Source: an optimization exercise on an open RTL-to-GDS flow (aim: small area, a short achievable clock period and few clock cycles per item). Production flows keep margins and buffers that such runs may drop.
The RTL was checked by simulation tests, not by an equivalence proof against the original design.
No activity file was given, so power comes from the tool's default toggle rates.

// multichannel_window_min_max_sum
module multichannel_window_min_max_sum (
  input  logic                                  clk,
  input  logic                                  rst,
  input  logic                                  in_valid,
  output logic                                  in_stall,
  input  logic [wmms_pkg::SAMPLE_BITS-1:0]      current_sample,
  input  logic [wmms_pkg::SAMPLE_BITS-1:0]      voltage_sample,
  input  logic [wmms_pkg::SAMPLE_BITS-1:0]      reference_sample,
  input  logic [wmms_pkg::SAMPLE_BITS-1:0]      temperature_sample,
  output logic                                  out_valid,
  input  logic                                  out_stall,
  output logic [wmms_pkg::CH_W-1:0]             channel,
  output logic [wmms_pkg::SUM_W-1:0]            window_sum,
  output logic [wmms_pkg::SAMPLE_BITS-1:0]      window_max,
  output logic [wmms_pkg::SAMPLE_BITS-1:0]      window_min,
  output logic [wmms_pkg::CNT_W-1:0]            scan_total,
  output logic                                  last,
  input  logic                                  cfg_valid,
  output logic                                  cfg_ready,
  input  logic [wmms_pkg::CFG_IDX_W-1:0]        cfg_index,
  input  logic [wmms_pkg::CFG_DATA_W-1:0]       cfg_data
);
Size in the first run: about 3300 cells after synthesis, roughly 660 flip-flops, roughly 150 I/O pins, about 37000 um2 of cells after synthesis.
Settings: LEC_CHECK=0, CAP_MARGIN=20, CORE_MARGIN=2, CORE_UTILIZATION=40, CTS_BUF_LIST=sky130_fd_sc_hd__clkbuf_8, SETUP_SLACK_MARGIN=4.8, SLEW_MARGIN=20; clock period 8.0 ns.
run.sh (not shown) runs the stock make flow with config.mk's settings and CLKGATE_MAP_FILE= SYNTH_SCRIPT=/design/flow/synth_recipe.tcl, a recipe that flattens the netlist after the stock synthesis.
Testbench counts at the start, summed over its fixed seeds: cycles 49,965, scans 49,741.
Change:
- SETUP_SLACK_MARGIN: 4.8 -> 5.0
What happened:
- The changed run ran to the end with no violations
- setup slack improved by 0.22 ns
- synthesized cell count does not change
- via count increases slightly
- die area is unchanged
- maximum frequency increases by a little under a tenth
- clock power decreases by a few percent

========
== job 8947 ==
Another version of the RTL of multichannel_window_min_max_sum (not shown whole).
Size: about 3400 cells after synthesis, ~660 flip-flops.
==> flow/config.mk <==
export PLATFORM = sky130hd
export DESIGN_NAME = multichannel_window_min_max_sum
export DESIGN_NICKNAME = multichannel_window_min_max_sum
export VERILOG_FILES = /design/flow/design.v
export SDC_FILE = /design/flow/constraint.sdc
export NUM_CORES = 4
export LEC_CHECK = 0
export CAP_MARGIN = 20
export CORE_MARGIN = 2
export CORE_UTILIZATION = 65
export CTS_BUF_LIST = sky130_fd_sc_hd__clkbuf_8
export SETUP_SLACK_MARGIN = 5.0
export SLEW_MARGIN = 20
==> flow/constraint.sdc <==
create_clock -name core_clock -period 8.0 [get_ports {clk}]
set_input_delay 1.6000 -clock core_clock [delete_from_list [all_inputs] [get_ports {clk}]]
set_output_delay 1.6000 -clock core_clock [all_outputs]
set_load 0.01 [all_outputs]
Testbench counts of job 8947, summed over its fixed seeds: cycles 49,965, scans 49,741.
Input changes introduced in job 7833 (baseline for comparison: job 8947):
Settings: a change of CORE_UTILIZATION from 65 to 40.
==> flow/flow/run.sh (new file) <==
#!/bin/bash
set -euo pipefail
export BUFFER_PORTS_ARGS="-buffer_cell sky130_fd_sc_hd__buf_2"
export CTS_ARGS="-sink_clustering_enable -repair_clock_nets -buf_list sky130_fd_sc_hd__clkbuf_8 -dont_use_dummy_load -sink_clustering_size 24"
bash standard.sh > standard.log 2>&1
==> flow/standard.sh (new file) <==
#!/bin/bash
# synth_recipe.tcl (not shown) runs the flow's synth.tcl, then flattens the netlist and writes it again
# the make line also repeats each setting of config.mk as NAME=value (left out here)
make -C /OpenROAD-flow-scripts/flow DESIGN_CONFIG=/design/flow/config.mk WORK_HOME=/design/flow/orfs CLKGATE_MAP_FILE= SYNTH_SCRIPT=/design/flow/synth_recipe.tcl "${@:-finish}"
removed: flow/run.sh
==> run summary <==
- Going from job 8947 to job 7833, the switching power summed over all nets was found to have gone down by 8.0%.
- Required time of the critical path, job 8947 and job 7833: larger value in job 8947
- Compared job 7833 vs job 8947, and routed metal-1 wire length is up in job 7833.
- Job 7833 vs. job 8947: total power consumption of the routed design moved down; first-iteration DRC count dropped about 19%; clock slew seen by the registers of the worst setup and hold paths stayed essentially flat; share of the cycle needed by the critical path after routing fell by 0.50 points.
- Quantity of gates resized following cts (higher): job 8947
Setup changes, job 7833 to job 7969
Settings: TNS_END_PERCENT now 30, previously not set.
==> flow/run.sh (new file) <==
#!/bin/bash
# synth_recipe.tcl (not shown) runs the flow's synth.tcl, then flattens the netlist and writes it again
# the make line also repeats each setting of config.mk as NAME=value (left out here)
make -C /OpenROAD-flow-scripts/flow DESIGN_CONFIG=/design/flow/config.mk WORK_HOME=/design/flow/orfs CLKGATE_MAP_FILE= SYNTH_SCRIPT=/design/flow/synth_recipe.tcl finish
removed: flow/flow/run.sh
removed: flow/standard.sh
Results
- The worst-case setup margin in the final layout of job 7969 is lower than that of job 7833.
- NOTE final wirelength job 7833->job 7969 increased slightly
- The sequential power on job 7969 is in line with that on job 7833.
- The higher global-route wire length before repair of job 7969 and job 7833 is in job 7969.
- [job 7969] met1 track utilization from global routing rose 0.16 points relative to job 7833
- Compared with job 7833, total power of the final layout in job 7969 increased by a few percent.
- As far as area of all sequential standard cells is concerned, job 7833 and job 7969 perform about the same.
- Leakage power figure on job 7969 is up relative to job 7833.
Input-level comparison between job 5686 and job 7969:
Settings: CTS_CLUSTER_SIZE newly set to 24; TNS_END_PERCENT removed (was 30).
Findings:
Delta(post-detailed-routing wire length, job 5686 - job 7969) > 0
[job 5686] total power fell 0.46% relative to job 7969
Summary of job 5686 over job 7969: combinational share of power higher, reported sequential group power roughly the same, number of buffers inserted by post-CTS setup repair higher.
Between job 7969 and job 5686, the via count of the first global-routing pass is higher for job 5686.
Comparing job 7969 and job 5686, the higher relative slew slack was measured on job 5686.
The final reports for job 5686 and job 7969 show portion of total power attributed to the clock network lower in the former.
Job 5686 — buffer share of cell area 0.53 points higher, job 7969 as reference
Job 5686 ended up with a lower largest stage delay on the critical path than job 7969 did.
Inputs modified between job 5686 and job 2379:
Settings: clearing CTS_CLUSTER_SIZE, which used to be 24.
==> flow/flow/run.sh (new file) <==
#!/bin/bash
set -euo pipefail
export BUFFER_PORTS_ARGS="-buffer_cell sky130_fd_sc_hd__buf_2"
export CTS_ARGS="-sink_clustering_enable -repair_clock_nets -buf_list sky130_fd_sc_hd__clkbuf_8 -dont_use_dummy_load"
bash standard.sh > standard.log 2>&1
==> flow/standard.sh (new file) <==
#!/bin/bash
# synth_recipe.tcl (not shown) runs the flow's synth.tcl, then flattens the netlist and writes it again
# the make line also repeats each setting of config.mk as NAME=value (left out here)
make -C /OpenROAD-flow-scripts/flow DESIGN_CONFIG=/design/flow/config.mk WORK_HOME=/design/flow/orfs CLKGATE_MAP_FILE= SYNTH_SCRIPT=/design/flow/synth_recipe.tcl "${@:-finish}"
removed: flow/run.sh
Notes after the runs:
- Power share of the clock group: higher on job 5686
- Per the comparison of job 2379 with job 5686, clock insertion delay at the later pin of the skew report stayed essentially flat, worst setup slack for register-to-register paths rose by 0.06 ns, number of well taps stayed essentially flat, largest net degree at the start of global routing fell by 1, cell count fell by about 2.2%.
- In job 2379 the power turned out 5.2% lower than in job 5686.
- Diff job 5686 -> job 2379 | total internal power | down by a few percent
- The run with more setup slack is job 2379; job 5686 has less.
- Changes observed in job 2379 relative to job 5686: maximum frequency went up by 0.0053 GHz, routed wire length fell by about 3.3%.
#### Input delta (job 3769 over job 2379)
==> flow/run.sh (new file) <==
#!/bin/bash
# synth_recipe.tcl (not shown) runs the flow's synth.tcl, then flattens the netlist and writes it again
# the make line also repeats each setting of config.mk as NAME=value (left out here)
make -C /OpenROAD-flow-scripts/flow DESIGN_CONFIG=/design/flow/config.mk WORK_HOME=/design/flow/orfs CLKGATE_MAP_FILE= SYNTH_SCRIPT=/design/flow/synth_recipe.tcl finish
removed: flow/flow/run.sh
removed: flow/standard.sh
## What came out
Against job 2379 as the reference, job 3769 delivers a higher routed wire length. The critical path arrival on job 3769 is in line with that on job 2379. Area added between synthesis and finish, job 3769 and job 2379: higher on job 3769. Post-route worst setup slack: job 3769 vs job 2379 down 0.013 ns. Job 3769 vs job 2379 — via count climbed by a few percent. The net switching power of job 3769 is higher than that of job 2379. Going from job 2379 to job 3769, buffer count from post-CTS setup fixing grew by more than 100%. Diff job 3769..job 2379 | initial cell density of the core | unchanged. Sequential cell count: job 2379 vs job 3769 — no meaningful difference.

========
Setup of quartz:
Another version of the RTL of multichannel_window_min_max_sum (not shown whole).
Size in the first run: ~3400 cells after synthesis, about 720 flip-flops, ~150 I/O pins.
// multichannel_window_min_max_sum
module multichannel_window_min_max_sum (
  input  logic                                  clk,
  input  logic                                  rst,
  input  logic                                  in_valid,
  output logic                                  in_stall,
  input  logic [wmms_pkg::SAMPLE_BITS-1:0]      current_sample,
  input  logic [wmms_pkg::SAMPLE_BITS-1:0]      voltage_sample,
  input  logic [wmms_pkg::SAMPLE_BITS-1:0]      reference_sample,
  input  logic [wmms_pkg::SAMPLE_BITS-1:0]      temperature_sample,
  output logic                                  out_valid,
  input  logic                                  out_stall,
  output logic [wmms_pkg::CH_W-1:0]             channel,
  output logic [wmms_pkg::SUM_W-1:0]            window_sum,
  output logic [wmms_pkg::SAMPLE_BITS-1:0]      window_max,
  output logic [wmms_pkg::SAMPLE_BITS-1:0]      window_min,
  output logic [wmms_pkg::CNT_W-1:0]            scan_total,
  output logic                                  last,
  input  logic                                  cfg_valid,
  output logic                                  cfg_ready,
  input  logic [wmms_pkg::CFG_IDX_W-1:0]        cfg_index,
  input  logic [wmms_pkg::CFG_DATA_W-1:0]       cfg_data
);
clock: 8.0 ns
lec_check: 0
cap_margin: 20
core_margin: 2
core_utilization: 40
cts_buf_list: sky130_fd_sc_hd__clkbuf_8
setup_slack_margin: 5.0
slew_margin: 20
Stock flow here: none of the scripts above is used.
quartz went all the way through the flow, and no timing, DRC or antenna check failed.
Testbench counts of quartz, summed over its fixed seeds: cycles 49,997, scans 49,741.
Edits applied to the flow inputs when going from quartz to ember:
- changing CORE_UTILIZATION from 40 to 55
Findings:
Looking at area overhead of the layout relative to synthesis across quartz and ember, the one that comes out higher is quartz.
ember completed every stage of the flow, and the final layout passed the timing, design-rule and antenna checks.
Worst hold slack after final layout (higher): quartz
ember: initial core utilization is 15 points higher than what quartz reported.
### ember -> fjord
- swapping sky130_fd_sc_hd__clkbuf_8 for sky130_fd_sc_hd__clkbuf_4 in CTS_BUF_LIST
- swapping 55 for 40 in CORE_UTILIZATION
[summary]
- fjord went all the way through the flow, and no timing, DRC or antenna check failed.
- On first-iteration DRC count, ember loses to fjord.
- ember and fjord ended up with roughly the same proportion of cell area occupied by registers.
- Routed wire in fjord totals more than in ember.
- Going from ember to fjord, total power grows by 0.67%.

==> re-timing with driven ports <==
How much do the figures lean on ideal ports? The routed layouts below were timed once more, with nothing changed but the port constraints.
Step 1 sets driving cells, clkbuf_16 on the clock port and buf_2 on the other inputs (assumed; they add their load-dependent delay and slew).
Step 2 adds t to the input delays and takes it off the output delays; t is the mean of the earliest and latest rising clock arrival at the registers after step 1. Input paths then give back, and output paths get back, about the clock's delay inside the block.
Slacks: ideal / step 1 / step 2; pairs: ideal / step 1.
| run | shift t [ns] | setup slack, ns | hold WS [ns] | worst slew at a driven data input, ns | pins driven straight from the clock port |
|---|---|---|---|---|---|
| the first run of note 1 | 0.795 | 4.748 / 4.787 / 3.992 | 0.394 / 0.394 / 0.394 | 0.06 | 1 |
| the second run of note 1 | 0.796 | 4.967 / 4.967 / 4.243 | 0.413 / 0.413 / 0.413 | 0.07 | 1 |
| job 8947 | 0.772 | 4.940 / 4.940 / 4.266 | 0.394 / 0.394 / 0.394 | 0.10 | 1 |
| job 7833 | 0.773 | 4.981 / 4.917 / 4.332 | 0.393 / 0.393 / 0.393 | 0.06 | 1 |
| job 7969 | 0.810 | 4.847 / 4.887 / 4.077 | 0.372 / 0.372 / 0.372 | 0.06 | 1 |
| job 5686 | 0.799 | 4.932 / 4.916 / 4.285 | 0.414 / 0.414 / 0.414 | 0.06 | 1 |
| job 2379 | 0.773 | 4.981 / 4.917 / 4.332 | 0.393 / 0.393 / 0.393 | 0.06 | 1 |
| job 3769 | 0.809 | 4.968 / 4.907 / 4.272 | 0.409 / 0.409 / 0.409 | 0.06 | 1 |
| quartz | 0.815 | 4.955 / 4.990 / 4.175 | 0.412 / 0.412 / 0.412 | 0.07 | 1 |
| ember | 0.811 | 4.913 / 4.936 / 4.124 | 0.393 / 0.393 / 0.393 | 0.05 | 1 |
| fjord | 1.124 | 4.738 / 4.670 / 3.972 | 0.386 / 0.386 / 0.386 | 0.07 | 1 |
After both steps setup and hold are still met in every run listed. For ember, which loses most, drivers alone change the setup slack by +0.023 ns; drivers and shift together by -0.789 ns.
